From an optimization exercise on the open Yosys and OpenROAD flow, aimed at small area, a short achievable clock period and few clock cycles per item; shortcuts taken in it are not production practice.
In this exercise RTL edits were held to simulation tests only and were not proved equivalent to the original.

## design/flow/config.mk

```make
export PLATFORM = sky130hd
export DESIGN_NAME = mult_div_unit
export DESIGN_NICKNAME = mult_div_unit
export VERILOG_FILES = /design/flow/design.v
export SDC_FILE = /design/flow/constraint.sdc
export NUM_CORES = 4
export LEC_CHECK = 0
export CAP_MARGIN = 20
export CORE_MARGIN = 2
export CORE_UTILIZATION = 40
export SETUP_SLACK_MARGIN = 5
export SLEW_MARGIN = 20
```

## design/flow/constraint.sdc

```tcl
create_clock -name core_clock -period 13.0 [get_ports {clk}]
set_input_delay 2.6000 -clock core_clock [delete_from_list [all_inputs] [get_ports {clk}]]
set_output_delay 2.6000 -clock core_clock [all_outputs]
set_load 0.01 [all_outputs]
```

## design/flow/design.v

```verilog
package md_pkg;
  localparam logic [1:0] OP_DIV   = 2'b11;
  localparam logic [1:0] OP_DIVU  = 2'b10;
  localparam logic [1:0] OP_MULT  = 2'b01;
  localparam logic [1:0] OP_MULTU = 2'b00;
  localparam int MUL_LAT_DEF = 5;
  typedef enum logic [1:0] {
    ST_IDLE  = 2'd0,
    ST_MUL   = 2'd1,
    ST_DIV   = 2'd2
  } md_state_e;
endpackage
module div_iter (
  input  logic [31:0] rem_in,
  input  logic [31:0] quo_in,
  input  logic [31:0] divisor,
  output logic [31:0] rem_out,
  output logic [31:0] quo_out
);
  logic [32:0] p1, d1, p2, d2;
  logic [31:0] r1;
  logic        q1, q2;
  always_comb begin
    p1 = {rem_in, quo_in[31]};
    d1 = p1 - {1'b0, divisor};
    q1 = !d1[32];
    r1 = q1 ? d1[31:0] : p1[31:0];
    p2 = {r1, quo_in[30]};
    d2 = p2 - {1'b0, divisor};
    q2 = !d2[32];
    rem_out = q2 ? d2[31:0] : p2[31:0];
    quo_out = {quo_in[29:0], q1, q2};
  end
endmodule
module mult_div_unit #(
  parameter int MUL_LAT = md_pkg::MUL_LAT_DEF
) (
  input  logic        clk,
  input  logic        rst_n,
  input  logic        start,
  input  logic        hilo,
  input  logic        we,
  input  logic [1:0]  op,
  input  logic        madd,
  input  logic [31:0] src_a,
  input  logic [31:0] src_b,
  output logic        busy,
  output logic [31:0] hi,
  output logic [31:0] lo,
  output logic [31:0] rd_data
);
  localparam int W = 52;    
  md_pkg::md_state_e state_q, state_d;
  logic [31:0] hi_q, hi_d, lo_q, lo_d;
  logic [31:0] a_q, a_d;         
  logic [35:0] u_q, u_d;         
  logic [3:0]  cnt_q, cnt_d;
  logic        sgn_q, sgn_d;
  logic        madd_q, madd_d;
  logic        corr_q, corr_d;
  logic        pb_q, pb_d;
  logic        qneg_q, qneg_d;
  logic        rneg_q, rneg_d;
  function automatic logic [5:0] clz32(input logic [31:0] x);
    logic [15:0] z1;  logic [15:0] c1;         
    logic [7:0]  z2;  logic [15:0] c2;         
    logic [3:0]  z3;  logic [11:0] c3;         
    logic [1:0]  z4;  logic [7:0]  c4;         
    for (int g = 0; g < 16; g++) begin
      z1[g] = ~(x[2*g+1] | x[2*g]);
      c1[g] = ~x[2*g+1];
    end
    for (int g = 0; g < 8; g++) begin
      z2[g] = z1[2*g+1] & z1[2*g];
      c2[2*g +: 2] = z1[2*g+1] ? {1'b1, c1[2*g]} : {1'b0, c1[2*g+1]};
    end
    for (int g = 0; g < 4; g++) begin
      z3[g] = z2[2*g+1] & z2[2*g];
      c3[3*g +: 3] = z2[2*g+1] ? {1'b1, c2[4*g +: 2]} : {1'b0, c2[4*g+2 +: 2]};
    end
    for (int g = 0; g < 2; g++) begin
      z4[g] = z3[2*g+1] & z3[2*g];
      c4[4*g +: 4] = z3[2*g+1] ? {1'b1, c3[6*g +: 3]} : {1'b0, c3[6*g+3 +: 3]};
    end
    clz32 = (z4[1] & z4[0]) ? 6'd32 :
            z4[1] ? {2'b01, c4[3:0]} : {2'b00, c4[7:4]};
  endfunction
  localparam logic [W-1:0] MK = W'(-(64'd1 << 35) - (64'd1 << 33) - (64'd1 << 35) - (64'd1 << 37)
                                   - (64'd1 << 39) - (64'd1 << 41) - (64'd1 << 43) - (64'd1 << 45)
                                   - (64'd1 << 47));
  logic [32:0]  a_ext;
  logic [16:0]  bx;
  logic [W-1:0] pp [8];
  logic [7:0]   bneg;
  logic [15:0]  chh, corrh;
  logic [16:0]  cadd;
  logic [W-1:0] opu, opi;
  logic [W-1:0] l1s [4], l1c [4];
  logic [W-1:0] l2s [2], l2c [2];
  logic [W-1:0] l3s [2], l3c [2];
  logic [W-1:0] l4s, l4c, l5s, l5c;
  logic [W-1:0] vsum;
  function automatic logic [2*W-1:0] csa(input logic [W-1:0] x, input logic [W-1:0] y,
                                         input logic [W-1:0] z);
    csa = {((x & y) | (x & z) | (y & z)) << 1, x ^ y ^ z};
  endfunction
  logic idle;
  assign idle  = (state_q == md_pkg::ST_IDLE);
  assign a_ext = idle ? {op[0] & src_a[31], src_a} : {sgn_q & a_q[31], a_q};
  assign bx    = idle ? {src_b[15:0], 1'b0} : {lo_q[15:0], pb_q};
  always_comb begin
    for (int j = 0; j < 8; j++) begin
      logic x2, x1, x0, one, two;
      logic [33:0] mag, r;
      x2 = bx[2*j+2];
      x1 = bx[2*j+1];
      x0 = bx[2*j];
      bneg[j] = x2 & ~(x1 & x0);
      one     = x1 ^ x0;
      two     = (x2 & ~x1 & ~x0) | (~x2 & x1 & x0);
      mag     = one ? {a_ext[32], a_ext} : two ? {a_ext, 1'b0} : '0;
      r       = mag ^ {34{bneg[j]}};
      pp[j]   = W'({~r[33], r[32:0]}) << (2*j);
      if (j > 0) pp[j] = pp[j] | (W'(bneg[j-1]) << (2*j-2));
    end
  end
  assign chh   = idle ? (madd ? hi_q[15:0] : 16'd0) : (madd_q ? hi_q[31:16] : 16'd0);
  assign corrh = idle ? ((!op[0] && src_b[31]) ? src_a[15:0] : 16'd0)
                      : (corr_q ? a_q[31:16] : 16'd0);
  assign cadd  = {1'b0, chh} + {1'b0, corrh};
  assign opu = idle ? W'({1'b1, 3'd0, madd ? lo_q : 32'd0}) : W'({~u_q[35], u_q[34:0]});
  assign opi = (W'(cadd) << 32) | (W'(bneg[7]) << 14);
  assign {l1c[0], l1s[0]} = csa(opu,   pp[0], pp[1]);
  assign {l1c[1], l1s[1]} = csa(pp[2], pp[3], pp[4]);
  assign {l1c[2], l1s[2]} = csa(pp[5], pp[6], pp[7]);
  assign {l1c[3], l1s[3]} = csa(opi,   MK,    '0);
  assign {l2c[0], l2s[0]} = csa(l1s[0], l1c[0], l1s[1]);
  assign {l2c[1], l2s[1]} = csa(l1c[1], l1s[2], l1c[2]);
  assign {l3c[0], l3s[0]} = csa(l2s[0], l2c[0], l2s[1]);
  assign {l3c[1], l3s[1]} = csa(l2c[1], l1s[3], l1c[3]);
  assign {l4c, l4s}       = csa(l3s[0], l3c[0], l3s[1]);
  assign {l5c, l5s}       = csa(l4s, l4c, l3c[1]);
  assign vsum = l5s + l5c;
  logic [31:0] ma, mb;
  logic [5:0]  za, zb;
  logic [6:0]  nq, nq2;
  logic [4:0]  ksh;
  logic [63:0] nsh;
  logic [31:0] dv_rem, dv_quo;
  assign ma  = (op[0] && src_a[31]) ? -src_a : src_a;
  assign mb  = (op[0] && src_b[31]) ? -src_b : src_b;
  assign za  = clz32(ma);
  assign zb  = clz32(mb);
  assign nq  = 7'(zb) - 7'(za) + 7'd1;           
  assign nq2 = nq + 7'(nq[0]);                   
  assign ksh = 5'(7'd32 - nq2);
  assign nsh = {32'd0, ma} << ksh;
  div_iter u_div_iter (
    .rem_in  (u_q[31:0]),
    .quo_in  (lo_q),
    .divisor (a_q),
    .rem_out (dv_rem),
    .quo_out (dv_quo)
  );
  always_comb begin
    state_d = state_q;
    hi_d    = hi_q;
    lo_d    = lo_q;
    a_d     = a_q;
    u_d     = u_q;
    cnt_d   = cnt_q;
    sgn_d   = sgn_q;
    madd_d  = madd_q;
    corr_d  = corr_q;
    pb_d    = pb_q;
    qneg_d  = qneg_q;
    rneg_d  = rneg_q;
    case (state_q)
      md_pkg::ST_IDLE: begin
        if (start) begin
          sgn_d = op[0];
          if (!op[1]) begin
            state_d = md_pkg::ST_MUL;
            a_d     = src_a;
            u_d     = vsum[W-1:16];
            lo_d    = {vsum[15:0], src_b[31:16]};
            madd_d  = madd;
            corr_d  = !op[0] && src_b[31];
            pb_d    = src_b[15];
          end else if (src_b != 32'd0) begin
            if (nq[6] || nq == 7'd0) begin
              hi_d    = src_a;
              lo_d    = 32'd0;
            end else begin
              state_d = md_pkg::ST_DIV;
              a_d     = mb;
              u_d     = {4'd0, nsh[63:32]};
              lo_d    = nsh[31:0];
              cnt_d   = 4'(nq2[5:1] - 5'd1);
              qneg_d  = op[0] && (src_a[31] ^ src_b[31]);
              rneg_d  = op[0] && src_a[31];
            end
          end
        end else if (we) begin
          if (hilo) lo_d = src_a;
          else      hi_d = src_a;
        end
      end
      md_pkg::ST_MUL: begin
        hi_d    = vsum[47:16];
        lo_d    = {vsum[15:0], lo_q[31:16]};
        state_d = md_pkg::ST_IDLE;
      end
      md_pkg::ST_DIV: begin
        u_d   = {4'd0, dv_rem};
        lo_d  = dv_quo;
        cnt_d = cnt_q - 4'd1;
        if (cnt_q == 4'd0) begin
          hi_d    = rneg_q ? -dv_rem : dv_rem;
          lo_d    = qneg_q ? -dv_quo : dv_quo;
          state_d = md_pkg::ST_IDLE;
        end
      end
      default: state_d = md_pkg::ST_IDLE;
    endcase
  end
  always_ff @(posedge clk or negedge rst_n) begin
    if (!rst_n) begin
      state_q <= md_pkg::ST_IDLE;
      hi_q    <= 32'd0;
      lo_q    <= 32'd0;
    end else begin
      state_q <= state_d;
      hi_q    <= hi_d;
      lo_q    <= lo_d;
    end
  end
  always_ff @(posedge clk) begin
    a_q    <= a_d;
    u_q    <= u_d;
    cnt_q  <= cnt_d;
    sgn_q  <= sgn_d;
    madd_q <= madd_d;
    corr_q <= corr_d;
    pb_q   <= pb_d;
    qneg_q <= qneg_d;
    rneg_q <= rneg_d;
  end
  assign busy    = (state_q != md_pkg::ST_IDLE);
  assign hi      = hi_q;
  assign lo      = lo_q;
  assign rd_data = hilo ? lo_q : hi_q;
endmodule
```

## design/flow/run.sh

```bash
#!/bin/bash
# synth_recipe.tcl (not shown) runs the flow's synth.tcl, then flattens the netlist and writes it again
# the make line also repeats each setting of config.mk as NAME=value (left out here)
make -C /OpenROAD-flow-scripts/flow DESIGN_CONFIG=/design/flow/config.mk WORK_HOME=/design/flow/orfs CLKGATE_MAP_FILE= SYNTH_SCRIPT=/design/flow/synth_recipe.tcl finish
```

==> reports/results.tsv, run 1 <==
metric	value	unit
HP Start	state_q[0]	
Cell variety after synth	98	
Setup Viol. Count Final	0	
CTS Buffer Depth	2	
R2R cell count	35	
Core ar.	88600	µm²
WHS	0.615	ns
Min-Delay Path Depth	2	
worst r2r src	state_q[0]	
fin nets	5826	
Port Buffers	168	
Crit path top cell by count	fa_1	
cell area after synthesis	35900	µm²
worst slew margin relative to its limit	0.145	
post-synth top area share	0.139	
register area share after synthesis	0.111	
H-tree levels	4	
vias in the first global route	40800	
root buf cell	clkbuf_16	
total gr overflow	0	
Ys Warns	9	
placed insts	5921	
Die W	304	µm
period utilization	0.710	
Main synth FF type	edfxtp_1	
Sink Count	144	
drt wl/cell	33.3	µm
#FFs+latches synth	144	
Hold Crit Class	reg2reg	
Top-Level Pins	169	
detailed placement HPWL	144000	µm
EDFF count, synth	78	
Crit path largest cell delay	0.53	ns
Final Hold Vio Count	0	
Async S/R FF share, synth	0.458	
clock slew seen by the registers of the worst setup and hold paths	0.07	ns
CP Capture Type	register	
largest area contributor in the netlist	fa_1	
Vert. Die Dim	304	µm
clock skew	0.0228	ns
Starting Density	0.405	
capturing point of the worst reg2reg path	u_q[17]	
RD Place Congestion	1.09	
initial drt markers	6989	
max frequency	108	MHz
largest cells by area after synthesis	fa_1, ha_1, a21oi_1	
Filler cells	7927	
Finished Layout Cells	6465	
Detailed Route WL	215000	µm
worst slew pin tran	1.28	ns
CP max FO	10	
RSZ-0062 raised after global routing	yes	
WP data arrival	9.43	ns
TritonCTS clock tree	done	
total CTS buffers	17	
Post-Syn Instances	4818	
fin util	0.561	
All-Layer GR Usage	0.449	
status	no timing/DRC/antenna violations	
# Max-Cap Violations	0	
setup TNS	0	ns
Crit-path slowest cell	clkdlybuf4s15_2	
Crit path required time	13.20	ns
Area Growth Syn to Fin	38.5	%
most common cell in the netlist	a21oi_1	
DRC violations left	0	
row count	109	
startpoint types	input port	
pin count of the biggest net entering global routing	78	
Worst-Skew Late Latency	0.46	ns
flop-to-flop setup slack	3.95	ns
initial antenna violation count	20	
Final min period	9.23	ns
synthesized area per cell	7.45	µm²
fraction of layout cells with a size suffix above 1	0.270	
Final Slew Violations	0	
hold path endpoint	state_q[0]	
most frequent cells after synthesis	a21oi_1, inv_1, nand2_1, nor2_1, clkbuf_1	
critical path startpoint	src_a[22]	
die area	92100	µm²
first-pass GRT wire length	296000	µm
Via density	6.78	
vias	43800	
drt first pass iters	9	
syn nets	5378	
worst setup path category	in2reg	
Antenna Nets Post-Route	0	
==> kinds of logic (layout without fill, tap and decap cells) <==
family / Yosys count / in the layout / share of synthesized area
compound gates: 1423 / 1425 / 0.250
fa+ha+maj: 488 / 488 / 0.222
xor+xnor: 505 / 506 / 0.123
simple gates: 1313 / 1320 / 0.171
other cells: 0 / 21 / 0
buf+inv: 826 / 1277 / 0.0874
mux: 119 / 119 / 0.0349
flops: 144 / 144 / 0.111
==> metrics by stage <==
stage	setup WS, ns	instance area (µm²)
finish	3.77	49700
global route	3.68	49700
CTS	4.06	47500
detailed placement	1.91	39700
global placement	1.99	39700
floorplan	4.08	37400
==> cell type report <==
cell class	instances	area (µm²)	area share
multi-input combinational	3858	33400	0.672
tap	1165	1460	0.0293
inverter	472	1810	0.0364
sequential	144	3990	0.0804
timing repair buffer	773	8430	0.170
clock buffer	17	425	0.00856
antenna	21	52.6	0.00106
clock inverter	15	149	0.00300
==> routing by layer <==
| metal | share of wire | vias to the layer above | wire length [µm] | track usage |
|---|---|---|---|---|
| met5 | 0.00031 | - | 66 | 0 |
| met2 | 0.39 | 4058 | 83800 | 0.632 |
| met3 | 0.17 | 1137 | 35700 | 0.182 |
| met1 | 0.34 | 20800 | 74100 | 0.552 |
| met4 | 0.10 | 10 | 21600 | 0.324 |
| li1 | - | 17800 | - | - |
==> worst max path at each step <==
stage / cells past startpoint / slack [ns] / end
floorplan: 30 / 4.08 / u_q[34]
global placement: 28 / 1.99 / u_q[23]
detailed placement: 27 / 1.91 / u_q[20]
CTS: 29 / 4.06 / u_q[35]
global route: 32 / 3.68 / u_q[34]
finish: 27 / 3.77 / u_q[34]
==> state kept, by name (all words and copies together) (netlist names) <==
name	count
state_q	2
cnt_q	4
u_q	36
sgn_q	1
rneg_q	1
corr_q	1
hi_q	32
lo_q	32
madd_q	1
a_q	32
qneg_q	1
pb_q	1
==> worst max-delay path: cells and delay by family <==
kind                       cells  cell delay [ns]
xor gates and xnor gates       2             0.30
AOI/OAI and AO/OA              9             1.97
and+or+nand+nor                6             1.18
adders and majority gates      6             2.51
buffers and inverters          4             0.86
==> cells in the final DEF, fill, tap and decap left out, types with 50 or more instances in the layout <==
master,netlist,final
inv_1,470,440
a21oi_1,496,415
buf_4,1,400
nand2_1,378,349
nor2_1,323,281
nor3_1,288,233
fa_1,249,233
xnor2_1,260,221
xor2_1,244,216
o21ai_0,300,173
ha_1,239,171
clkdlybuf4s50_1,0,121
o21ai_1,43,98
buf_12,0,88
edfxtp_1,78,78
buf_6,3,77
a21oi_2,4,72
dfrtp_1,66,66
o21ai_2,0,60
ha_4,0,59
a21o_1,57,55
nand3_1,67,53
a22o_1,53,50
==> timing repair <==
item	4_1_cts	5_1_grt
gates cloned	36	3
hold endpoints to repair	0	0
hold buffers	0	0
endpoints found under the setup margin	179	176
pin swaps	206	151
resized for setup	834	299
setup buffers	359	92
Testbench counts, summed over its fixed seeds: cycles 4,286, ops 1,920.
==> inputs of run 2 (changes only) <==
--- a/design/flow/config.mk
+++ b/design/flow/config.mk
@@ -9,4 +9,4 @@
 export CORE_MARGIN = 2
 export CORE_UTILIZATION = 40
-export SETUP_SLACK_MARGIN = 5
+export SETUP_SLACK_MARGIN = 3.5
 export SLEW_MARGIN = 20
==> run 2 against run 1 <==
  * Still clean on timing, DRC and antenna
  * Global-route usage fell by 3.5 points
  * Clock skew fell by 0.0029 ns
  * Sequential cell count did not move
  * Non-clock buffer count fell by 296
  * Cell area fell by 13%
  * Area after synthesis did not move
==> reports/results.tsv, run 2 <==
metric	value	unit
Async S/R FF share, synth	0.458	
Hold Crit Class	reg2reg	
status	no timing/DRC/antenna violations	
max frequency	105	MHz
most common cell in the netlist	a21oi_1	
flop-to-flop setup slack	3.70	ns
Synth Area in Simple Gates	0.171	
synthesized area per cell	7.45	µm²
worst slew pin tran	1.17	ns
commonest non-fill, non-tap cell in the layout	a21oi_1	
detailed placement HPWL	147000	µm
number of flip-flops in the largest register	36	
Ys Warns	9	
total CTS buffers	17	
clock slew seen by the registers of the worst setup and hold paths	0.07	ns
setup TNS	0	ns
post-synth top area share	0.139	
largest family of logic cells by synthesized area	compound AO/OA/AOI/OAI gates	
compound-cell area share of the yosys netlist	0.250	
pin count of the biggest net entering global routing	66	
Area Growth Syn to Fin	20.6	%
fin nets	5528	
R2R cell count	30	
clock skew	0.0199	ns
drt first pass iters	6	
capturing point of the worst reg2reg path	u_q[34]	
first-pass GRT wire length	273000	µm
EDFF count, synth	78	
vias in the first global route	37300	
Core ar.	88600	µm²
# Max-Cap Violations	0	
Setup Viol. Count Final	0	
die area	92100	µm²
Post-Syn Instances	4818	
root buf cell	clkbuf_16	
RD Place Congestion	1.07	
largest cells by area after synthesis	fa_1, ha_1, a21oi_1	
initial antenna violation count	9	
H-tree levels	4	
Cell variety after synth	98	
WP data arrival	9.70	ns
All-Layer GR Usage	0.414	
Worst Setup EP	u_q[34]	
Top-Level Pins	169	
Die W	304	µm
Final Hold Vio Count	0	
#FFs+latches synth	144	
period utilization	0.731	
Crit path required time	13.20	ns
worst slew margin relative to its limit	0.221	
Biggest register	u_q	
drt wl/cell	32.0	µm
CP Capture Type	register	
CP max FO	10	
largest area contributor in the netlist	fa_1	
Detailed Route WL	197000	µm
Vert. Die Dim	304	µm
Antenna Nets Post-Route	0	
Worst-Skew Late Latency	0.47	ns
cts hold-fix bufs	0	
vias	40400	
Starting Density	0.405	
register area share after synthesis	0.111	
initial drt markers	5783	
worst r2r src	state_q[1]	
fin util	0.488	
adder-cell share of the synthesized area	0.222	
critical path startpoint	src_a[21]	
syn nets	5378	
worst setup path category	in2reg	
total gr overflow	0	
DRC violations left	0	
CTS Buffer Depth	2	
Sink Count	144	
XOR/XNOR Fraction of Synth Area	0.123	
row count	109	
most frequent cells in the layout	a21oi_1, inv_1, nand2_1	
Port Buffers	168	
most frequent cells after synthesis	a21oi_1, inv_1, nand2_1, nor2_1, clkbuf_1	
fraction of layout cells with a size suffix above 1	0.148	
RSZ-0062 raised after global routing	yes	
TritonCTS clock tree	done	
cell area after synthesis	35900	µm²
Final min period	9.50	ns
startpoint types	input port	
Via density	6.57	
Final Slew Violations	0	
WHS	0.584	ns
mux contribution to synthesized area	0.0349	
Main synth FF type	edfxtp_1	
run 2: cell types whose count changed in the layout (fill, tap and decap cells not counted), moves of 39 or more:
cell and change:
o21ai_1 -61, a21oi_2 -51, buf_6 -53, buf_4 -171, ha_1 +39, a21oi_1 +60
o21ai_0 +96, buf_12 -55
run 2: kinds of logic (layout without fill, tap and decap cells):
family,after synthesis,after routing
simple gates,1313,1318
mux,119,119
fa+ha+maj,488,488
buf+inv,826,982
flops,144,144
other cells,0,11
compound gates,1423,1425
xor+xnor,505,505
run 2: cell type report:
cell class | instances | area, µm²
antenna | 11 | 27.5
clock buffer | 18 | 429
clock inverter | 14 | 173
fill | 8796 | 45400
inverter | 472 | 1790
multi-input combinational | 3855 | 30700
sequential | 144 | 3990
tap | 1165 | 1460
timing repair buffer | 477 | 4730
timing repair inverter | 1 | 7.51
run 2: metrics by stage:
step	area, µm²	worst slack [ns]	instances
6_report	43300	3.50	6157
3_3_place_gp	38900	1.13	5935
3_5_place_dp	38900	1.08	5935
2_1_floorplan	35900	3.51	4818
4_1_cts	41700	3.50	6086
5_1_grt	43300	3.38	6148
run 2: what timing repair did:
action,4_1_cts,5_1_grt
endpoints found under the hold margin,0,0
endpoints found under the setup margin,176,167
gates resized for setup,246,265
buffers inserted,110,54
gates cloned,9,6
pin swaps,42,63
run 2: layer usage:
metal / share of wire / global-route usage
met4: 0.070 / 0.217
met1: 0.39 / 0.558
met5: 0.00021 / 0
met3: 0.14 / 0.117
met2: 0.41 / 0.599
run 2: how the worst min path moves through the flow:
stage	startpoint	slack, ns	end	depth (start not counted)
floorplan	state_q[0]	0.52	state_q[0]	2
global placement	state_q[0]	0.55	state_q[0]	2
detailed placement	state_q[0]	0.56	state_q[0]	2
CTS	state_q[0]	0.58	state_q[0]	2
global route	state_q[0]	0.63	state_q[0]	2
finish	state_q[0]	0.58	state_q[0]	2
run 2: critical path, cell delays in order:
cell	delay [ns]
clkdlybuf4s15_1	0.53
nand2_2	0.38
o21a_2	0.40
xnor2_1	0.11
a221o_1	0.31
fa_1	0.50
inv_1	0.08
fa_1	0.51
fa_1	0.54
fa_1	0.57
inv_1	0.05
ha_1	0.33
ha_4	0.19
a21o_1	0.19
a31o_2	0.23
a221oi_4	0.29
nand2_1	0.13
o22a_1	0.27
o211ai_1	0.18
buf_4	0.21
a21oi_4	0.09
or3_4	0.38
nand4_1	0.09
and4b_2	0.26
a21oi_2	0.07
xor2_1	0.13
nor2_1	0.05
==> inputs of run 3 (changes only) <==
--- a/design/flow/config.mk
+++ b/design/flow/config.mk
@@ -9,4 +9,4 @@
 export CORE_MARGIN = 2
 export CORE_UTILIZATION = 40
-export SETUP_SLACK_MARGIN = 3.5
+export SETUP_SLACK_MARGIN = 2.5
 export SLEW_MARGIN = 20
==> run 3 against run 2 <==
  * Core utilization down 3.2 points
  * Highest routed layer unchanged
  * Sequential share of layout area is 0.64 points higher
  * Setup slack worse by 0.83 ns
  * Critical path type unchanged
  * First-iteration DRC count is 1.8% higher
  * Area after synthesis stayed put
  * Maximum frequency down 8.0%
  * Clock-buffer cell count down 1
  * Sequential cell count stayed put
==> reports/results.tsv, run 3 <==
metric	value	unit
status	no timing/DRC/antenna violations	
Main synth FF type	edfxtp_1	
most common cell in the netlist	a21oi_1	
CP Capture Type	register	
hold path endpoint	state_q[0]	
die area	92100	µm²
initial antenna violation count	12	
Final Hold Vio Count	0	
vias	39000	
Ys Warns	9	
Top-Level Pins	169	
most frequent cells in the layout	a21oi_1, inv_1, nand2_1	
startpoint types	input port	
WP data arrival	10.49	ns
DRC violations left	0	
Sink Count	144	
Starting Density	0.405	
worst slew pin tran	1.21	ns
Antenna Nets Post-Route	0	
drt first pass iters	7	
Filler cells	8947	
Bufs and invs on worst path	4	
CP top delay family	simple AND/OR/NAND/NOR gates	
Die W	304	µm
fin nets	5389	
met1 Use GR	0.508	
Worst-Skew Late Latency	0.47	ns
cell area after synthesis	35900	µm²
Biggest register	u_q	
initial drt markers	5888	
Crit path largest cell delay	0.70	ns
Final Worst Setup Slack	2.67	ns
Min-Delay Path Depth	2	
global routing usage on met2	0.556	
Final Slew Violations	0	
fraction of layout cells with a size suffix above 1	0.0791	
Port Buffers	168	
R2R cell count	30	
syn nets	5378	
register area share after synthesis	0.111	
root buf cell	clkbuf_16	
Final min period	10.33	ns
RSZ-0062 raised after global routing	no	
synthesized area per cell	7.45	µm²
RD Place Congestion	1.04	
grt met3 use	0.120	
#FFs+latches synth	144	
HP Start	state_q[0]	
pre-CTS WS	1.36	ns
Vert. Die Dim	304	µm
Area Growth Syn to Fin	12.8	%
vias in the first global route	36400	
TritonCTS clock tree	done	
row count	109	
GRT Max-Usage Layer	met2	
clock skew	0.0157	ns
pin count of the biggest net entering global routing	82	
first-pass GRT wire length	257000	µm
worst r2r src	a_q[26]	
clock slew seen by the registers of the worst setup and hold paths	0.07	ns
Async S/R FF share, synth	0.458	
worst setup path category	in2reg	
drt wl/cell	30.3	µm
EDFF count, synth	78	
commonest non-fill, non-tap cell in the layout	a21oi_1	
Hold Crit Class	reg2reg	
post-synth top area share	0.139	
worst slew margin relative to its limit	0.192	
largest cells by area after synthesis	fa_1, ha_1, a21oi_1	
most frequent cells after synthesis	a21oi_1, inv_1, nand2_1, nor2_1, clkbuf_1	
total CTS buffers	17	
largest area contributor in the netlist	fa_1	
Via density	6.49	
# Max-Cap Violations	0	
CP max FO	8	
capturing point of the worst reg2reg path	hi_q[26]	
max frequency	96.8	MHz
detailed placement HPWL	144000	µm
Core ar.	88600	µm²
flop-to-flop setup slack	2.88	ns
All-Layer GR Usage	0.385	
Crit-path slowest cell	clkdlybuf4s50_1	
Detailed Route WL	182000	µm
total gr overflow	0	
setup TNS	0	ns
H-tree levels	4	
Post-Syn Instances	4818	
CTS Buffer Depth	2	
period utilization	0.794	
Cell variety after synth	98	
Setup Viol. Count Final	0	
number of flip-flops in the largest register	36	
Crit path required time	13.16	ns
[run 3: cell counts after synthesis]
No cell type changed its count.
[run 3: routing by layer]
| layer | vias up | share of wire |
|---|---|---|
| met3 | 605 | 0.14 |
| met4 | 10 | 0.070 |
| met1 | 18600 | 0.38 |
| li1 | 16900 | - |
| met2 | 2925 | 0.41 |
| met5 | - | 0.00036 |
[run 3: through the flow]
step                hold slack [ns]   util  std cells  cell area [µm²]
global placement              0.571  0.438       5924            38800
finish                        0.596  0.457       6015            40500
detailed placement            0.580  0.438       5924            38800
floorplan                     0.524      -       4818            35900
CTS                           0.596  0.447       5960            39600
global route                  0.643  0.456       6008            40500
[run 3: layout make-up]
| type | instances | area [µm²] | area share |
|---|---|---|---|
| Timing Repair inverter | 1 | 5.00 | 0.000124 |
| Antenna cell | 8 | 20.0 | 0.000495 |
| Tap cell | 1165 | 1460 | 0.0360 |
| Clock buffer | 17 | 425 | 0.0105 |
| Multi-Input combinational cell | 3849 | 29400 | 0.727 |
| Inverter | 472 | 1780 | 0.0439 |
| Sequential cell | 144 | 3990 | 0.0987 |
| Clock inverter | 15 | 149 | 0.00368 |
| Timing Repair Buffer | 344 | 3230 | 0.0797 |
[run 3: how the worst max path moves through the flow]
stage	startpoint	endpoint	cells past startpoint
3_3_place_gp	src_a[10]	lo_q[1]	23
2_1_floorplan	src_b[3]	u_q[34]	28
5_1_grt	src_b[3]	u_q[35]	31
3_5_place_dp	src_b[13]	u_q[35]	29
4_1_cts	op[0]	u_q[35]	29
6_report	src_a[7]	u_q[0]	26
[run 3: what timing repair did]
| action | CTS | global route |
|---|---|---|
| pin swaps | 5 | 11 |
| hold buffers | 0 | 0 |
| gates cloned | 0 | 3 |
| setup buffers | 4 | 43 |
| setup endpoints to repair | 73 | 75 |
| gates resized for setup | 35 | 72 |
| hold endpoints to repair | 0 | 0 |
[run 3: logic make-up (layout without fill, tap and decap cells)]
group	after synthesis	in the layout	share of synthesized area
muxes	119	119	0.0349
adders and majority gates	488	488	0.222
xor gates and xnor gates	505	505	0.123
buffers and inverters	826	849	0.0874
and+or+nand+nor	1313	1314	0.171
other	0	8	0
AOI/OAI and AO/OA	1423	1423	0.250
DFF	144	144	0.111
[run 3: tightest hold or removal path: cells and delay by family (launching register included)]
family | cells | cell delay, ns
and+or+nand+nor | 1 | 0.06
AOI/OAI and AO/OA | 1 | 0.08
DFF | 1 | 0.42
==> inputs of run 4 (changes only) <==
--- a/design/flow/design.v
+++ b/design/flow/design.v
@@ -13,22 +13,26 @@
 module div_iter (
   input  logic [31:0] rem_in,
-  input  logic [31:0] quo_in,
+  input  logic [32:0] quo_in,
   input  logic [31:0] divisor,
   output logic [31:0] rem_out,
-  output logic [31:0] quo_out
+  output logic [32:0] quo_out
 );
-  logic [32:0] p1, d1, p2, d2;
-  logic [31:0] r1;
-  logic        q1, q2;
-  always_comb begin
-    p1 = {rem_in, quo_in[31]};
+  logic [32:0] p1, d1, p2, d2, p3, d3;
+  logic [31:0] r1, r2;
+  logic        q1, q2, q3;
+  always_comb begin
+    p1 = {rem_in, quo_in[32]};
     d1 = p1 - {1'b0, divisor};
     q1 = !d1[32];
     r1 = q1 ? d1[31:0] : p1[31:0];
-    p2 = {r1, quo_in[30]};
+    p2 = {r1, quo_in[31]};
     d2 = p2 - {1'b0, divisor};
     q2 = !d2[32];
-    rem_out = q2 ? d2[31:0] : p2[31:0];
-    quo_out = {quo_in[29:0], q1, q2};
+    r2 = q2 ? d2[31:0] : p2[31:0];
+    p3 = {r2, quo_in[30]};
+    d3 = p3 - {1'b0, divisor};
+    q3 = !d3[32];
+    rem_out = q3 ? d3[31:0] : p3[31:0];
+    quo_out = {quo_in[29:0], q1, q2, q3};
   end
 endmodule
@@ -62,4 +66,5 @@
   logic        qneg_q, qneg_d;
   logic        rneg_q, rneg_d;
+  logic        qx_q, qx_d;
   function automatic logic [5:0] clz32(input logic [31:0] x);
     logic [15:0] z1;  logic [15:0] c1;         
@@ -144,8 +149,10 @@
   logic [31:0] ma, mb;
   logic [5:0]  za, zb;
-  logic [6:0]  nq, nq2;
+  logic [6:0]  nq;
+  logic [3:0]  nst;                              
   logic [4:0]  ksh;
-  logic [63:0] nsh;
-  logic [31:0] dv_rem, dv_quo;
+  logic [64:0] nsh;
+  logic [31:0] dv_rem;
+  logic [32:0] dv_quo;
   assign ma  = (op[0] && src_a[31]) ? -src_a : src_a;
   assign mb  = (op[0] && src_b[31]) ? -src_b : src_b;
@@ -153,10 +160,24 @@
   assign zb  = clz32(mb);
   assign nq  = 7'(zb) - 7'(za) + 7'd1;           
-  assign nq2 = nq + 7'(nq[0]);                   
-  assign ksh = 5'(7'd32 - nq2);
-  assign nsh = {32'd0, ma} << ksh;
+  always_comb begin
+    case (nq[5:0])
+      6'd1, 6'd2, 6'd3:    nst = 4'd1;
+      6'd4, 6'd5, 6'd6:    nst = 4'd2;
+      6'd7, 6'd8, 6'd9:    nst = 4'd3;
+      6'd10, 6'd11, 6'd12: nst = 4'd4;
+      6'd13, 6'd14, 6'd15: nst = 4'd5;
+      6'd16, 6'd17, 6'd18: nst = 4'd6;
+      6'd19, 6'd20, 6'd21: nst = 4'd7;
+      6'd22, 6'd23, 6'd24: nst = 4'd8;
+      6'd25, 6'd26, 6'd27: nst = 4'd9;
+      6'd28, 6'd29, 6'd30: nst = 4'd10;
+      default:             nst = 4'd11;
+    endcase
+  end
+  assign ksh = 5'(6'd33 - 6'(nst) * 6'd3);
+  assign nsh = {33'd0, ma} << ksh;
   div_iter u_div_iter (
     .rem_in  (u_q[31:0]),
-    .quo_in  (lo_q),
+    .quo_in  ({qx_q, lo_q}),
     .divisor (a_q),
     .rem_out (dv_rem),
@@ -176,4 +197,5 @@
     qneg_d  = qneg_q;
     rneg_d  = rneg_q;
+    qx_d    = qx_q;
     case (state_q)
       md_pkg::ST_IDLE: begin
@@ -195,7 +217,8 @@
               state_d = md_pkg::ST_DIV;
               a_d     = mb;
-              u_d     = {4'd0, nsh[63:32]};
+              u_d     = {4'd0, nsh[64:33]};
+              qx_d    = nsh[32];
               lo_d    = nsh[31:0];
-              cnt_d   = 4'(nq2[5:1] - 5'd1);
+              cnt_d   = nst - 4'd1;
               qneg_d  = op[0] && (src_a[31] ^ src_b[31]);
               rneg_d  = op[0] && src_a[31];
@@ -214,9 +237,10 @@
       md_pkg::ST_DIV: begin
         u_d   = {4'd0, dv_rem};
-        lo_d  = dv_quo;
+        qx_d  = dv_quo[32];
+        lo_d  = dv_quo[31:0];
         cnt_d = cnt_q - 4'd1;
         if (cnt_q == 4'd0) begin
           hi_d    = rneg_q ? -dv_rem : dv_rem;
-          lo_d    = qneg_q ? -dv_quo : dv_quo;
+          lo_d    = qneg_q ? -dv_quo[31:0] : dv_quo[31:0];
           state_d = md_pkg::ST_IDLE;
         end
@@ -246,4 +270,5 @@
     qneg_q <= qneg_d;
     rneg_q <= rneg_d;
+    qx_q   <= qx_d;
   end
   assign busy    = (state_q != md_pkg::ST_IDLE);
--- a/design/flow/config.mk
+++ b/design/flow/config.mk
@@ -9,4 +9,4 @@
 export CORE_MARGIN = 2
 export CORE_UTILIZATION = 40
-export SETUP_SLACK_MARGIN = 2.5
+export SETUP_SLACK_MARGIN = 5
 export SLEW_MARGIN = 20
==> run 4 against run 3 <==
  * Still clean on timing, DRC and antenna
  * Maximum frequency grew 2.3%
  * Hold slack got worse by 0.011 ns
  * Via count increased by 20%
  * Non-clock buffer count rose by 541
  * Cell area rose by 35%
  * Sequential share of layout area is 2.5 points lower
  * Die area increased by 6.8%
  * Core utilization up 12 points
  * Wire length grew 30%
  * Global-route usage is 7.3 points higher
  * Largest cell class unchanged
==> reports/results.tsv, run 4 <==
metric	value	unit
status	no timing/DRC/antenna violations	
WP data arrival	10.46	ns
RD Place Congestion	1.14	
total gr overflow	0	
Filler cells	8599	
detailed placement HPWL	167000	µm
Async S/R FF share, synth	0.455	
fraction of layout cells with a size suffix above 1	0.316	
Sink Count	145	
vias in the first global route	42900	
placed insts	6382	
clock skew	0.0174	ns
Min-Delay Path Depth	2	
number of flip-flops in the largest register	36	
largest area contributor in the netlist	fa_1	
Crit path largest cell delay	1.17	ns
Crit path top cell by count	buf_4	
Worst Setup EP	hi_q[4]	
Via density	6.69	
root buf cell	clkbuf_16	
worst r2r src	a_q[31]	
Detailed Route WL	237000	µm
Ys Warns	9	
cell area after synthesis	38400	µm²
most frequent cells in the layout	buf_4, a21oi_1, inv_1	
#FFs+latches synth	145	
die area	98400	µm²
H-tree levels	4	
Core ar.	95000	µm²
Final Worst Setup Slack	2.90	ns
Finished Layout Cells	6997	
pin count of the biggest net entering global routing	82	
initial antenna violation count	21	
Final Hold Vio Count	0	
largest cells by area after synthesis	fa_1, ha_1, a21oi_1	
cts hold-fix bufs	0	
commonest non-fill, non-tap cell in the layout	buf_4	
fin nets	6298	
Final min period	10.10	ns
Vert. Die Dim	314	µm
R2R cell count	39	
# Max-Cap Violations	0	
CP max FO	9	
design area	54800	µm²
vias	46800	
Port Buffers	168	
Post-Syn Instances	5121	
Area Growth Syn to Fin	42.9	%
Top-Level Pins	169	
synthesized area per cell	7.49	µm²
max frequency	99.0	MHz
Hold Crit Class	reg2reg	
register area share after synthesis	0.105	
TritonCTS clock tree	done	
Setup Viol. Count Final	0	
worst slew margin relative to its limit	0.0457	
startpoint types	register	
capturing point of the worst reg2reg path	hi_q[4]	
period utilization	0.777	
most common cell in the netlist	a21oi_1	
Crit-path slowest cell	a221oi_1	
drt wl/cell	33.9	µm
Crit path required time	13.36	ns
clock slew seen by the registers of the worst setup and hold paths	0.08	ns
Biggest register	u_q	
syn nets	5717	
All-Layer GR Usage	0.457	
flop-to-flop setup slack	2.90	ns
DP Area	42800	µm²
worst setup path category	reg2reg	
Antenna Nets Post-Route	0	
total CTS buffers	17	
Worst-Skew Late Latency	0.52	ns
RSZ-0062 raised after global routing	yes	
first-pass GRT wire length	322000	µm
setup TNS	0	ns
CP Capture Type	register	
Starting Density	0.404	
DRC violations left	0	
Cell variety after synth	107	
row count	113	
Die W	314	µm
pre-CTS WS	0.289	ns
CTS Buffer Depth	2	
Main synth FF type	edfxtp_1	
worst slew pin tran	1.43	ns
drt first pass iters	12	
post-synth top area share	0.131	
HP Start	hi_q[3]	
EDFF count, synth	79	
initial drt markers	7110	
critical path startpoint	a_q[31]	
Final Slew Violations	0	
most frequent cells after synthesis	a21oi_1, inv_1, nand2_1, nor3_1, xnor2_1	
-- run 4: cell types whose count changed after synthesis, sizes merged, moves of 35 or more --
cell	change
nand2	+83
mux2i	+68
a21oi	+58
o21ai	-43
nor3	+39
clkbuf	-38
inv	+36
a22o	-35
xnor2	+35
-- run 4: worst min path at each step --
stage	slack, ns	endpoint
floorplan	0.54	state_q[1]
global placement	0.55	hi_q[3]
CTS	0.57	hi_q[3]
detailed placement	0.55	hi_q[3]
global route	0.63	hi_q[3]
finish	0.58	hi_q[3]
-- run 4: area by class of cell --
class                      count  area [µm²]  area share
tap                         1265        1580      0.0289
clock inverter                13         150     0.00274
antenna                       17        42.5    0.000776
sequential                   145        4020      0.0734
multi-input combinational   4140       37700       0.687
timing repair inverter         4        36.3    0.000662
inverter                     509        1990      0.0363
clock buffer                  19         475     0.00867
timing repair buffer         885        8870       0.162
-- run 4: per-stage QoR --
step	hold WS, ns	util
floorplan	0.543	-
global placement	0.549	0.450
detailed placement	0.552	0.450
CTS	0.572	0.539
global route	0.629	0.577
finish	0.585	0.577
-- run 4: repair_timing --
item / in CTS / in global routing
cloned: 18 / 11
hold endpoints to repair: 0 / 0
endpoints found under the setup margin: 182 / 182
gates resized for setup: 1031 / 443
pin swaps: 284 / 227
setup buffers: 370 / 165
-- run 4: kinds of logic after synthesis --
| group | after synthesis | synth area share |
|---|---|---|
| buffers and inverters | 840 | 0.0840 |
| xor gates and xnor gates | 538 | 0.123 |
| DFF | 145 | 0.105 |
| muxes | 207 | 0.0580 |
| adders and majority gates | 525 | 0.220 |
| and+or+nand+nor | 1416 | 0.172 |
| AOI/OAI and AO/OA | 1450 | 0.238 |
-- run 4: layer usage --
| layer | vias to the layer above | routed length [µm] | global-route usage |
|---|---|---|---|
| li1 | 19200 | - | - |
| met1 | 22500 | 84700 | 0.562 |
| met2 | 4030 | 91600 | 0.622 |
| met3 | 1030 | 38300 | 0.220 |
| met4 | 24 | 21700 | 0.313 |
| met5 | - | 552 | 0.0256 |
-- run 4: worst max-delay path: cells and delay by family (launching register included) --
kind	cells	cell delay (ns)
AND/OR/NAND/NOR	8	1.33
XOR/XNOR	1	0.18
buffers and inverters	10	1.51
adder cells (fa/ha/maj)	3	1.13
flip-flops	1	0.68
multiplexers	3	0.79
AO/OA/AOI/OAI	14	4.26
Testbench counts of run 4, summed over its fixed seeds: cycles 3,958, ops 1,920.
==> inputs of run 5 (changes only) <==
--- a/design/flow/design.v
+++ b/design/flow/design.v
@@ -11,29 +11,54 @@
   } md_state_e;
 endpackage
+module add_sk #(
+  parameter int N = 32
+) (
+  input  logic [N-1:0] a,
+  input  logic [N-1:0] b,
+  input  logic         cin,
+  output logic [N-1:0] s,
+  output logic         cout
+);
+  localparam int L = $clog2(N);
+  logic [N-1:0] g [L+1];
+  logic [N-1:0] p [L+1];
+  logic [N-1:0] hp;
+  assign hp   = a ^ b;
+  assign g[0] = {a[N-1:1] & b[N-1:1], (a[0] & b[0]) | (hp[0] & cin)};
+  assign p[0] = hp;
+  for (genvar l = 0; l < L; l++) begin : g_lvl
+    for (genvar i = 0; i < N; i++) begin : g_bit
+      if (((i >> l) & 1) == 1) begin : g_op
+        localparam int J = ((i >> l) << l) - 1;
+        assign g[l+1][i] = g[l][i] | (p[l][i] & g[l][J]);
+        assign p[l+1][i] = p[l][i] & p[l][J];
+      end else begin : g_pass
+        assign g[l+1][i] = g[l][i];
+        assign p[l+1][i] = p[l][i];
+      end
+    end
+  end
+  assign s    = hp ^ {g[L][N-2:0], cin};
+  assign cout = g[L][N-1];
+endmodule
 module div_iter (
   input  logic [31:0] rem_in,
-  input  logic [32:0] quo_in,
+  input  logic [31:0] quo_in,
   input  logic [31:0] divisor,
   output logic [31:0] rem_out,
-  output logic [32:0] quo_out
+  output logic [31:0] quo_out
 );
-  logic [32:0] p1, d1, p2, d2, p3, d3;
-  logic [31:0] r1, r2;
-  logic        q1, q2, q3;
-  always_comb begin
-    p1 = {rem_in, quo_in[32]};
-    d1 = p1 - {1'b0, divisor};
-    q1 = !d1[32];
-    r1 = q1 ? d1[31:0] : p1[31:0];
-    p2 = {r1, quo_in[31]};
-    d2 = p2 - {1'b0, divisor};
-    q2 = !d2[32];
-    r2 = q2 ? d2[31:0] : p2[31:0];
-    p3 = {r2, quo_in[30]};
-    d3 = p3 - {1'b0, divisor};
-    q3 = !d3[32];
-    rem_out = q3 ? d3[31:0] : p3[31:0];
-    quo_out = {quo_in[29:0], q1, q2, q3};
-  end
+  logic [32:0] p1, d1, p2, d2;
+  logic [31:0] r1;
+  logic        q1, q2, c1, c2;
+  assign p1 = {rem_in, quo_in[31]};
+  add_sk #(.N(33)) u_s1 (.a(p1), .b(~{1'b0, divisor}), .cin(1'b1), .s(d1), .cout(c1));
+  assign q1 = c1;
+  assign r1 = q1 ? d1[31:0] : p1[31:0];
+  assign p2 = {r1, quo_in[30]};
+  add_sk #(.N(33)) u_s2 (.a(p2), .b(~{1'b0, divisor}), .cin(1'b1), .s(d2), .cout(c2));
+  assign q2 = c2;
+  assign rem_out = q2 ? d2[31:0] : p2[31:0];
+  assign quo_out = {quo_in[29:0], q1, q2};
 endmodule
 module mult_div_unit #(
@@ -66,5 +91,4 @@
   logic        qneg_q, qneg_d;
   logic        rneg_q, rneg_d;
-  logic        qx_q, qx_d;
   function automatic logic [5:0] clz32(input logic [31:0] x);
     logic [15:0] z1;  logic [15:0] c1;         
@@ -149,35 +173,22 @@
   logic [31:0] ma, mb;
   logic [5:0]  za, zb;
-  logic [6:0]  nq;
-  logic [3:0]  nst;                              
+  logic [6:0]  nq, nq2;
   logic [4:0]  ksh;
-  logic [64:0] nsh;
-  logic [31:0] dv_rem;
-  logic [32:0] dv_quo;
-  assign ma  = (op[0] && src_a[31]) ? -src_a : src_a;
-  assign mb  = (op[0] && src_b[31]) ? -src_b : src_b;
-  assign za  = clz32(ma);
-  assign zb  = clz32(mb);
-  assign nq  = 7'(zb) - 7'(za) + 7'd1;           
-  always_comb begin
-    case (nq[5:0])
-      6'd1, 6'd2, 6'd3:    nst = 4'd1;
-      6'd4, 6'd5, 6'd6:    nst = 4'd2;
-      6'd7, 6'd8, 6'd9:    nst = 4'd3;
-      6'd10, 6'd11, 6'd12: nst = 4'd4;
-      6'd13, 6'd14, 6'd15: nst = 4'd5;
-      6'd16, 6'd17, 6'd18: nst = 4'd6;
-      6'd19, 6'd20, 6'd21: nst = 4'd7;
-      6'd22, 6'd23, 6'd24: nst = 4'd8;
-      6'd25, 6'd26, 6'd27: nst = 4'd9;
-      6'd28, 6'd29, 6'd30: nst = 4'd10;
-      default:             nst = 4'd11;
-    endcase
-  end
-  assign ksh = 5'(6'd33 - 6'(nst) * 6'd3);
-  assign nsh = {33'd0, ma} << ksh;
+  logic [63:0] nsh;
+  logic [31:0] dv_rem, dv_quo;
+  logic        nega, negb;
+  assign nega = op[0] && src_a[31];
+  assign negb = op[0] && src_b[31];
+  assign ma  = nega ? -src_a : src_a;
+  assign mb  = negb ? -src_b : src_b;
+  assign za  = clz32(src_a ^ {32{nega}});
+  assign zb  = clz32(src_b ^ {32{negb}});
+  assign nq  = 7'(zb) - 7'(za) + 7'd1 + 7'(nega);    
+  assign nq2 = (!nq[6] && nq > 7'd32) ? 7'd32 : nq + 7'(nq[0]);
+  assign ksh = 5'(7'd32 - nq2);
+  assign nsh = {32'd0, ma} << ksh;
   div_iter u_div_iter (
     .rem_in  (u_q[31:0]),
-    .quo_in  ({qx_q, lo_q}),
+    .quo_in  (lo_q),
     .divisor (a_q),
     .rem_out (dv_rem),
@@ -197,5 +208,4 @@
     qneg_d  = qneg_q;
     rneg_d  = rneg_q;
-    qx_d    = qx_q;
     case (state_q)
       md_pkg::ST_IDLE: begin
@@ -217,8 +227,7 @@
               state_d = md_pkg::ST_DIV;
               a_d     = mb;
-              u_d     = {4'd0, nsh[64:33]};
-              qx_d    = nsh[32];
+              u_d     = {4'd0, nsh[63:32]};
               lo_d    = nsh[31:0];
-              cnt_d   = nst - 4'd1;
+              cnt_d   = 4'(nq2[5:1] - 5'd1);
               qneg_d  = op[0] && (src_a[31] ^ src_b[31]);
               rneg_d  = op[0] && src_a[31];
@@ -237,10 +246,9 @@
       md_pkg::ST_DIV: begin
         u_d   = {4'd0, dv_rem};
-        qx_d  = dv_quo[32];
-        lo_d  = dv_quo[31:0];
+        lo_d  = dv_quo;
         cnt_d = cnt_q - 4'd1;
         if (cnt_q == 4'd0) begin
           hi_d    = rneg_q ? -dv_rem : dv_rem;
-          lo_d    = qneg_q ? -dv_quo[31:0] : dv_quo[31:0];
+          lo_d    = qneg_q ? -dv_quo : dv_quo;
           state_d = md_pkg::ST_IDLE;
         end
@@ -270,5 +278,4 @@
     qneg_q <= qneg_d;
     rneg_q <= rneg_d;
-    qx_q   <= qx_d;
   end
   assign busy    = (state_q != md_pkg::ST_IDLE);
--- a/design/flow/config.mk
+++ b/design/flow/config.mk
@@ -9,4 +9,4 @@
 export CORE_MARGIN = 2
 export CORE_UTILIZATION = 40
-export SETUP_SLACK_MARGIN = 5
+export SETUP_SLACK_MARGIN = 3.5
 export SLEW_MARGIN = 20
==> run 5 against run 4 <==
  * Wire length fell by 16%
  * Maximum frequency up 6.6%
  * Synthesized cell count decreased by 5.2%
  * Highest routed layer unchanged
  * Critical path depth fell by 12
  * Non-clock buffer count down 406
  * Clock skew down 0.0050 ns
==> reports/results.tsv, run 5 <==
metric	value	unit
Final Slew Violations	0	
vias in the first global route	38500	
XOR/XNOR Fraction of Synth Area	0.116	
largest area contributor in the netlist	fa_1	
max frequency	106	MHz
CP max FO	8	
mux contribution to synthesized area	0.0394	
Die W	306	µm
fraction of layout cells with a size suffix above 1	0.140	
Ys Warns	11	
first-pass GRT wire length	279000	µm
Post-Syn Instances	4857	
number of flip-flops in the largest register	36	
total CTS buffers	17	
All-Layer GR Usage	0.409	
cell area after synthesis	36400	µm²
Biggest register	u_q	
H-tree levels	4	
register area share after synthesis	0.110	
row count	110	
Final Hold Vio Count	0	
pin count of the biggest net entering global routing	67	
CTS Buffer Depth	2	
EDFF count, synth	78	
initial drt markers	5959	
post-synth top area share	0.142	
# Max-Cap Violations	0	
Detailed Route WL	198000	µm
TritonCTS clock tree	done	
CP Capture Type	register	
startpoint types	input port	
setup TNS	0	ns
Core ar.	90100	µm²
commonest non-fill, non-tap cell in the layout	a21oi_1	
worst setup path category	in2reg	
vias	41400	
most common cell in the netlist	a21oi_1	
Via density	6.67	
root buf cell	clkbuf_16	
RSZ-0062 raised after global routing	yes	
most frequent cells in the layout	a21oi_1, inv_1, nand2_1	
worst slew margin relative to its limit	0.259	
RD Place Congestion	1.06	
Setup Viol. Count Final	0	
drt wl/cell	32.0	µm
Starting Density	0.404	
compound-cell area share of the yosys netlist	0.251	
clock slew seen by the registers of the worst setup and hold paths	0.08	ns
Synth Area in Simple Gates	0.174	
placed insts	6004	
fin nets	5564	
DRC violations left	0	
Crit path required time	13.20	ns
initial antenna violation count	20	
period utilization	0.729	
Async S/R FF share, synth	0.458	
Area Growth Syn to Fin	19.0	%
total gr overflow	0	
Cell variety after synth	104	
most frequent cells after synthesis	a21oi_1, inv_1, nor3_1, nand2_1, clkbuf_1	
die area	93500	µm²
status	no timing/DRC/antenna violations	
#FFs+latches synth	144	
drt first pass iters	9	
Port Buffers	168	
Antenna Nets Post-Route	0	
detailed placement HPWL	149000	µm
Hold Crit Class	reg2reg	
Top-Level Pins	169	
Main synth FF type	edfxtp_1	
Worst-Skew Late Latency	0.48	ns
Finished Layout Cells	6205	
syn nets	5419	
WP data arrival	9.68	ns
worst slew pin tran	1.11	ns
Final min period	9.48	ns
synthesized area per cell	7.50	µm²
largest cells by area after synthesis	fa_1, ha_1, a21oi_1	
largest family of logic cells by synthesized area	compound AO/OA/AOI/OAI gates	
adder-cell share of the synthesized area	0.221	
Sink Count	144	
Vert. Die Dim	306	µm
clock skew	0.0124	ns
run 5: cell count changes in the layout (fill, tap and decap cells not counted), sizes merged, moves of 39 or more:
cell,delta
nand3,+39
mux2i,-70
ha,-41
a21oi,-39
buf,-417
nand2,-116
run 5: worst paths after layout:
path	from	to	cells past startpoint	slack, ns
worst min-delay path	hi_q[15]	hi_q[15]	2	0.56
worst min register to register	hi_q[15]	hi_q[15]	2	0.56
max in group asynchronous	rst_n	lo_q[1]	2	9.87
min in group asynchronous	rst_n	hi_q[31]	1	2.00
worst max register to register	lo_q[31]	hi_q[26]	36	3.67
worst max-delay path	src_b[11]	u_q[23]	27	3.52
run 5: layer usage:
layer	GRT usage	part of all wire
met1	0.536	0.38
met2	0.589	0.41
met3	0.134	0.14
met4	0.229	0.070
met5	0	0.00072
run 5: metrics by stage:
stage	hold slack, ns	area (µm²)	setup slack [ns]	util
floorplan	0.547	36500	3.51	-
global placement	0.527	39600	1.57	0.439
detailed placement	0.534	39600	1.52	0.439
CTS	0.550	41900	3.36	0.465
global route	0.586	43300	3.39	0.480
finish	0.555	43300	3.52	0.481
run 5: logic make-up (layout without fill, tap and decap cells):
logic type,Yosys count,after routing
AO/OA/AOI/OAI,1426,1427
XOR/XNOR,482,482
adder cells (fa/ha/maj),490,490
buffers and inverters,853,1009
flip-flops,144,144
multiplexers,126,126
other,0,14
AND/OR/NAND/NOR,1336,1337
run 5: timing repair:
action | in CTS | in global routing
gates resized for setup | 209 | 231
pin swaps | 31 | 61
endpoints found under the setup margin | 129 | 125
setup buffers | 86 | 62
gates cloned | 2 | 4
hold buffers | 0 | 0
run 5: worst max-delay path, cell delays in order:
cell	delay [ns]
buf_2	0.18
mux2i_4	0.24
inv_2	0.11
buf_4	0.15
ha_4	0.38
clkbuf_4	0.27
a21oi_1	0.16
xnor2_1	0.31
fa_2	0.49
inv_1	0.08
fa_1	0.45
fa_1	0.46
fa_1	0.46
fa_2	0.53
inv_1	0.05
ha_2	0.21
a21o_1	0.20
a21o_1	0.19
a21oi_2	0.15
o211ai_1	0.12
o211a_1	0.15
o31a_1	0.31
or2_4	0.30
a41oi_4	0.31
buf_4	0.17
xnor2_1	0.20
a211o_1	0.43
run 5: final cells by class:
type | count | area [µm²]
Clock inverter | 15 | 189
Clock buffer | 17 | 425
Fill cell | 8875 | 46800
Inverter | 498 | 1880
Tap cell | 1176 | 1470
Multi-Input combinational cell | 3862 | 30900
Sequential cell | 144 | 3990
Antenna cell | 14 | 35.0
Timing Repair Buffer | 479 | 4480
Testbench counts of run 5, summed over its fixed seeds: cycles 4,322, ops 1,920.

what the ideal ports hide:
In the flow no input, the clock included, has a driving cell. The finished layouts below were timed again as built, in two steps. Step 1 assumes that a clkbuf_16 drives the clock port and a buf_2 every other input. Step 2 also shifts input and output timing later by t, the mid clock arrival at the registers, as if the neighbouring blocks saw the same clock. Three values: ideal ports, drivers, drivers and shift; two values: the first two.
run	shift t [ns]	setup slack, ns	hold slack, ns	slew at the worst register clock pin (ns)	pins driven straight from the clock port
run 1	0.512	3.768 / 3.797 / 3.285	0.615 / 0.615 / 0.615	0.08 / 0.08	1
run 2	0.529	3.500 / 3.545 / 3.016	0.584 / 0.584 / 0.584	0.08 / 0.08	1
run 3	0.545	2.672 / 2.726 / 2.181	0.596 / 0.596 / 0.596	0.08 / 0.08	1
run 4	0.574	2.900 / 2.900 / 2.360	0.585 / 0.585 / 0.585	0.08 / 0.08	1
run 5	0.522	3.521 / 3.556 / 3.033	0.555 / 0.555 / 0.555	0.08 / 0.08	1
After both steps every run listed still meets setup and hold. The setup slack of run 4, which loses most, moves by 0.000 ns with the drivers and by -0.540 ns with both steps.
